From an optimization exercise on the open Yosys and OpenROAD flow, aimed at small area, a short achievable clock period and few clock cycles per item; shortcuts taken in it are not production practice. Only simulation tests tie the RTL to the original design; equivalence was not proved. Power and IR drop assume default switching activity.

==> flow/config.mk <==
export PLATFORM = sky130hd
export DESIGN_NAME = ias_core_p
export DESIGN_NICKNAME = ias_core_p
export VERILOG_FILES = /design/flow/design.v
export SDC_FILE = /design/flow/constraint.sdc
export NUM_CORES = 4
export LEC_CHECK = 0
export CAP_MARGIN = 20
export CORE_MARGIN = 2
export CORE_UTILIZATION = 40
export SLEW_MARGIN = 20
==> flow/run.sh <==
#!/bin/bash
# synth_recipe.tcl (not shown) runs the flow's synth.tcl, then flattens the netlist and writes it again
# the make line also repeats each setting of config.mk as NAME=value (left out here)
make -C /OpenROAD-flow-scripts/flow DESIGN_CONFIG=/design/flow/config.mk WORK_HOME=/design/flow/orfs CLKGATE_MAP_FILE= SYNTH_SCRIPT=/design/flow/synth_recipe.tcl finish
==> flow/design.v <==
package ias_pkg;
    localparam logic [7:0] OP_NOP      = 8'd0;
    localparam logic [7:0] OP_LOAD     = 8'd1;
    localparam logic [7:0] OP_STORE    = 8'd2;
    localparam logic [7:0] OP_ADD      = 8'd3;
    localparam logic [7:0] OP_SUB      = 8'd4;
    localparam logic [7:0] OP_JUMP     = 8'd5;
    localparam logic [7:0] OP_STORE_AC = 8'd6;
    localparam logic [7:0] OP_JUMP_POS = 8'd7;
    localparam logic [7:0] OP_LOAD_MQ  = 8'd8;
    localparam logic [7:0] OP_MUL      = 8'd9;
    typedef enum logic [2:0] {
        S_IDLE,
        S_FETCH,
        S_DECODE,
        S_EXECUTE,
        S_WRITE_BACK
    } state_t;
    function automatic logic is_mem_op(input logic [7:0] opc);
        is_mem_op = !(opc == OP_NOP || opc == OP_JUMP || opc == OP_JUMP_POS);
    endfunction
endpackage
module ias_ram_p #(
    parameter int DATA_W    = 8,
    parameter int ADDR_W    = 8,
    parameter int MEM_DEPTH = 256
) (
    input  logic              clk,
    input  logic              we_i,
    input  logic [ADDR_W-1:0] waddr_i,
    input  logic [DATA_W-1:0] wdata_i,
    input  logic [ADDR_W-1:0] raddr_i,
    output logic [DATA_W-1:0] rdata_o
);
    logic [DATA_W-1:0] mem [MEM_DEPTH];
    always_ff @(posedge clk) begin
        if (we_i) begin
            mem[waddr_i] <= wdata_i;
        end
    end
    assign rdata_o = mem[raddr_i];
endmodule
module ias_core_p #(
    parameter int DATA_W    = 8,
    parameter int ADDR_W    = 8,
    parameter int MEM_DEPTH = 256,
    parameter int OPC_W     = 8
) (
    input  logic              clk,
    input  logic              reset,
    input  logic              instr_valid,
    output logic              instr_ready,
    input  logic [OPC_W-1:0]  opcode,
    input  logic [ADDR_W-1:0] address,
    input  logic [DATA_W-1:0] data_in,
    output logic [DATA_W-1:0] data_out,
    output logic [DATA_W-1:0] mq_out,
    output logic [ADDR_W-1:0] pc_out,
    output logic              done,
    output logic              carry,
    output logic              err
);
    typedef struct packed {
        logic load, store, add, sub, jump, stac, jpos, ldmq, mul, ill;
    } dec_t;
    function automatic dec_t decode(input logic [OPC_W-1:0] opc);
        dec_t d;
        d       = '0;
        d.load  = (opc == ias_pkg::OP_LOAD);
        d.store = (opc == ias_pkg::OP_STORE);
        d.add   = (opc == ias_pkg::OP_ADD);
        d.sub   = (opc == ias_pkg::OP_SUB);
        d.jump  = (opc == ias_pkg::OP_JUMP);
        d.stac  = (opc == ias_pkg::OP_STORE_AC);
        d.jpos  = (opc == ias_pkg::OP_JUMP_POS);
        d.ldmq  = (opc == ias_pkg::OP_LOAD_MQ);
        d.mul   = (opc == ias_pkg::OP_MUL);
        d.ill   = (opc > ias_pkg::OP_MUL);
        decode = d;
    endfunction
    logic              ready_q;
    logic              s1_v, s2_v;
    dec_t              s1_op, s2_op;
    logic [ADDR_W-1:0] s1_a, s2_a;
    logic [DATA_W-1:0] s1_d, s2_d, s2_m;
    logic [DATA_W-1:0] ac_q, mq_q;
    logic [ADDR_W-1:0] pc_q;
    logic              carry_q, done_q, err_q;
    logic [DATA_W-1:0] ram_rdata, wdata, m1;
    logic              we;
    logic [DATA_W:0]   sum, diff;
    logic [2*DATA_W-1:0] prod;
    assign we    = s2_v && (s2_op.store || s2_op.stac);
    assign wdata = s2_op.stac ? ac_q : s2_d;
    ias_ram_p #(
        .DATA_W   (DATA_W),
        .ADDR_W   (ADDR_W),
        .MEM_DEPTH(MEM_DEPTH)
    ) u_ram (
        .clk    (clk),
        .we_i   (we),
        .waddr_i(s2_a),
        .wdata_i(wdata),
        .raddr_i(s1_a),
        .rdata_o(ram_rdata)
    );
    assign m1 = (we && s2_a == s1_a) ? wdata : ram_rdata;
    assign sum  = {1'b0, ac_q} + {1'b0, s2_m};
    assign diff = {1'b0, ac_q} - {1'b0, s2_m};
    assign prod = {{DATA_W{1'b0}}, mq_q} * {{DATA_W{1'b0}}, s2_m};
    always_ff @(posedge clk) begin
        s1_a  <= address;
        s1_d  <= data_in;
        s1_op <= decode(opcode);
        s2_a  <= s1_a;
        s2_d  <= s1_d;
        s2_op <= s1_op;
        s2_m  <= m1;
    end
    always_ff @(posedge clk) begin
        if (reset) begin
            ready_q <= 1'b0;
            s1_v    <= 1'b0;
            s2_v    <= 1'b0;
            ac_q    <= '0;
            mq_q    <= '0;
            pc_q    <= '0;
            carry_q <= 1'b0;
            done_q  <= 1'b0;
            err_q   <= 1'b0;
        end else begin
            ready_q <= 1'b1;
            s1_v    <= instr_valid && ready_q;
            s2_v    <= s1_v;
            done_q  <= s2_v;
            err_q   <= s2_v && s2_op.ill;
            if (s2_v) begin
                pc_q <= pc_q + ADDR_W'(1);
                if (s2_op.jump || (s2_op.jpos && !ac_q[DATA_W-1])) pc_q <= s2_a;
                if (s2_op.load) ac_q <= s2_m;
                if (s2_op.add) {carry_q, ac_q} <= sum;
                if (s2_op.sub) {carry_q, ac_q} <= diff;
                if (s2_op.ldmq) mq_q <= s2_m;
                if (s2_op.mul) {ac_q, mq_q} <= prod;
            end
        end
    end
    assign instr_ready = ready_q;
    assign data_out    = ac_q;
    assign mq_out      = mq_q;
    assign pc_out      = pc_q;
    assign done        = done_q;
    assign carry       = carry_q;
    assign err         = err_q;
endmodule
==> flow/constraint.sdc <==
create_clock -name core_clock -period 6.0 [get_ports {clk}]
set_input_delay 1.2000 -clock core_clock [delete_from_list [all_inputs] [get_ports {clk}]]
set_output_delay 1.2000 -clock core_clock [all_outputs]
set_load 0.01 [all_outputs]
==> run notes <==
synthesized netlist by cell type, types with 5 or more instances:
| cell | instances | area share, % |
|---|---|---|
| a21oi_1 | 45 | 0.27 |
| a22oi_1 | 52 | 0.46 |
| xor2_1 | 7 | 0.072 |
| nand2_1 | 114 | 0.50 |
| o21ai_0 | 37 | 0.22 |
| nor3_1 | 24 | 0.14 |
| nand2b_1 | 15 | 0.11 |
| inv_1 | 73 | 0.32 |
| mux2i_1 | 101 | 1.2 |
| buf_6 | 32 | 0.42 |
| and2_4 | 6 | 0.062 |
| nand3_1 | 24 | 0.14 |
| o32ai_1 | 8 | 0.082 |
| and2_1 | 34 | 0.25 |
| nor4_1 | 11 | 0.081 |
| a31oi_1 | 8 | 0.059 |
| a21o_1 | 8 | 0.071 |
| buf_4 | 21 | 0.19 |
| edfxtp_1 | 2048 | 72 |
| a211oi_1 | 16 | 0.14 |
| nor2b_1 | 38 | 0.28 |
| nor2_1 | 312 | 1.4 |
| o211ai_1 | 10 | 0.088 |
| ha_1 | 54 | 0.80 |
| dfxtp_1 | 82 | 1.9 |
| a22o_1 | 27 | 0.28 |
| fa_1 | 38 | 0.90 |
| xnor2_1 | 6 | 0.062 |
| buf_1 | 20 | 0.088 |
| a221oi_1 | 26 | 0.27 |
| and3_1 | 11 | 0.081 |
| mux4_2 | 541 | 14 |
| o21bai_1 | 5 | 0.044 |
| nand4_1 | 11 | 0.081 |
| clkbuf_1 | 109 | 0.48 |
| or3_1 | 5 | 0.037 |
| o22ai_1 | 23 | 0.17 |
| or2_2 | 5 | 0.037 |
| buf_2 | 51 | 0.30 |
| mux2_2 | 10 | 0.13 |
sequential cells by signal (all words and copies together) (netlist names), 8 cells and up:
name and cells:
s1_a 8, mq_q 8, s1_d 8, s2_d 8, s2_a 8, s2_op 10, ac_q 8, s1_op 10
u_ram.mem 2048, pc_q 8
repair_timing:
item	4_1_cts	5_1_grt
cloned	6	1
pin swaps	35	26
setup buffers	47	34
setup endpoints to repair	12	11
gates resized for setup	113	37
cell type report:
| cell class | count | area share (%) |
|---|---|---|
| antenna | 3 | 0.00738 |
| clock buffer | 260 | 5.54 |
| clock inverter | 132 | 1.46 |
| inverter | 76 | 0.288 |
| multi-input combinational | 1711 | 20.6 |
| sequential | 2130 | 62.1 |
| tap | 2821 | 3.47 |
| timing repair buffer | 669 | 6.53 |
worst max-delay path, stage by stage (launching register included):
cell and delay [ns]:
dfxtp_4 0.37, buf_12 0.16, buf_16 0.17, buf_12 0.16, buf_12 0.13, buf_4 0.11
mux4_2 0.47, mux4_2 0.53, a22oi_2 0.29, nand3_1 0.11, or3_4 0.43, buf_6 0.15
and2_1 0.17, fa_2 0.40, fa_1 0.51, fa_1 0.56, inv_2 0.04, fa_1 0.55
inv_2 0.05, ha_4 0.27, a21boi_4 0.17, o21ai_2 0.09, a211oi_2 0.27, o21ai_2 0.13
a21oi_2 0.16, xnor2_1 0.09, o211a_1 0.20
final timing paths:
kind | end | slack [ns] | depth (start not counted) | from
worst min-delay path | s2_a[3]$_DFF_P_ | 0.33 | 0 | s1_a[3]$_DFF_P_
worst min register to register | s2_a[3]$_DFF_P_ | 0.33 | 0 | s1_a[3]$_DFF_P_
worst max-delay path | ac_q[7]$_SDFFE_PP0P_ | -0.87 | 26 | s2_a[0]$_DFF_P_
worst max register to register | ac_q[7]$_SDFFE_PP0P_ | -0.87 | 26 | s2_a[0]$_DFF_P_
where the power goes:
| part | switching (mW) | leakage, nW | total, mW | internal, mW |
|---|---|---|---|---|
| Sequential | 0.0203 | 19.1 | 16.3 | 16.3 |
| Clock | 5.78 | 3.45 | 13.5 | 7.70 |
| Combinational | 1.15 | 10.7 | 2.02 | 0.870 |
| Total | 6.95 | 33.2 | 31.8 | 24.9 |
cell families (layout without fill, tap and decap cells):
kind of cell | count (synthesis) | count (layout) | synth area share, %
compound gates | 312 | 312 | 2.67
xor+xnor | 13 | 13 | 0.134
fa+ha+maj | 92 | 92 | 1.69
buf+inv | 317 | 1137 | 1.98
flops | 2130 | 2130 | 74.3
mux | 652 | 652 | 15.7
other cells | 0 | 3 | 0
simple gates | 642 | 642 | 3.53
per-layer routing:
| metal | up-vias | wire length [microns] | GRT usage, % |
|---|---|---|---|
| met4 | 0 | 9680 | 8.22 |
| li1 | 18400 | - | - |
| met2 | 2104 | 110000 | 33.4 |
| met5 | - | 0 | 0 |
| met3 | 411 | 21800 | 5.20 |
| met1 | 24100 | 98400 | 31.0 |
==> run notes <==
register area 63200 sq um; layout check faults setup timing; Routed WL 240000 microns; CTS Buf Count 212; RePlAce Congestion 0.929; gr usage total 22.0%; PortBufs 54; ys async rst share 0%; CTS Hold Buffers Added 0; nets@finish 4919; worst clock skew 0.0462 ns; final slew viol count 0; DRC errors left 0; Post-synth EDFFs 2048; initial antenna violation count 5; DR pass1 iterations 5; die width 465 microns; clock sink count 2130; Post-DRT Antenna Nets 0; Die ar. 216000 sq um; Non-Filler Instances 7802; leakage 33.2 nW; Max Clk Rate 146 MHz; global-route wire length before repair 340000 microns; Slew headroom 14.8%; Synth Register Bits 2130; most frequent cells in the layout edfxtp_1 (2048), mux4_2 (541), buf_4 (495); Syn. warnings 2; Worst-Margin Slew 1.26 ns; crit-path max FO 6; VDD IR max 283 uV; drt via density 5.77; post-synthesis cell count 4158; Seq/Total Area, Yosys 74.3%; final hold vios 0; CTS root buf clkbuf_16; Final Setup Violations 10; # IOs 55; placed inst area 92900 sq um; row count 169; H-Tree Depth 4; worst hold margin 0.326 ns; RSZ-0062 raised after global routing yes; Critical Path Start Type flip-flop; Setup crit end kind flip-flop; Setup CP Type flip-flop to flip-flop; crit path DAT 7.63 ns; Avg Inst Size Synth 20.4 sq um; core area 212000 sq um; number of global-route vias before repair 44600; Area growth syn-to-layout 19.7%; Mapped Area 85000 sq um; Final Instance Area 102000 sq um; final worst path period need 6.87 ns; clock buffer depth 3; ys flop type edfxtp_1; worst path required time 6.76 ns; pin count of the biggest net entering global routing 221; DP Wirelength 155000 microns; area of the multi-input gates 20900 sq um; DR iter-0 viols 5655; CTS clk-pin slew, worst paths 0.06 ns; Cells after DPL 7321; Core Util, Final 48.0%; layout cells sized above 1 32.5%; Hold Crit Class flip-flop to flip-flop; pre-CTS WS -1.43 ns; Vias 45000; total gr overflow 0; Post-Syn Nets 4277; final setup TNS -6.79 ns; CTS tree yes; max_cap viols 0; fillers 17200; crit share post-route 114%; DR WL/cell 30.8 microns; most common cell after layout, fill and taps aside edfxtp_1; cell area power density 313 nW/um^2; total power 31.8 mW; height of the die 465 microns; Cell variety after synth 84; status failed layout checks; setup slack after layout -0.868 ns; clock latency on the worst-skew pair 0.88 ns; initial core utilization 40.1%
Testbench counts, summed over its fixed seeds: cycles 24,024, items 24,000.

-- static timing again, ports no longer ideal --
The results above use ideal ports. As a check the final layout listed here was re-extracted and re-timed, cells and wires unchanged.
Step 1 (the two cells are an assumption about what drives the block):
set clk [get_ports {clk}]
set_driving_cell -lib_cell sky130_fd_sc_hd__clkbuf_16 $clk
set_driving_cell -lib_cell sky130_fd_sc_hd__buf_2 [delete_from_list [all_inputs] $clk]
Step 2 also shifts input and output timing later by t, the mid clock arrival at the registers, as if the neighbouring blocks saw the same clock.
Three values: ideal, step 1, step 2; two values: the first two.
t (ns): 0.935
slack for setup (ns): -0.868 / -0.868 / -0.868
hold WS [ns]: 0.326 / 0.326 / 0.326
cell pins on the clock port's net: 1
The setup slack of this run moves by 0.000 ns with the drivers and by 0.000 ns with both steps.
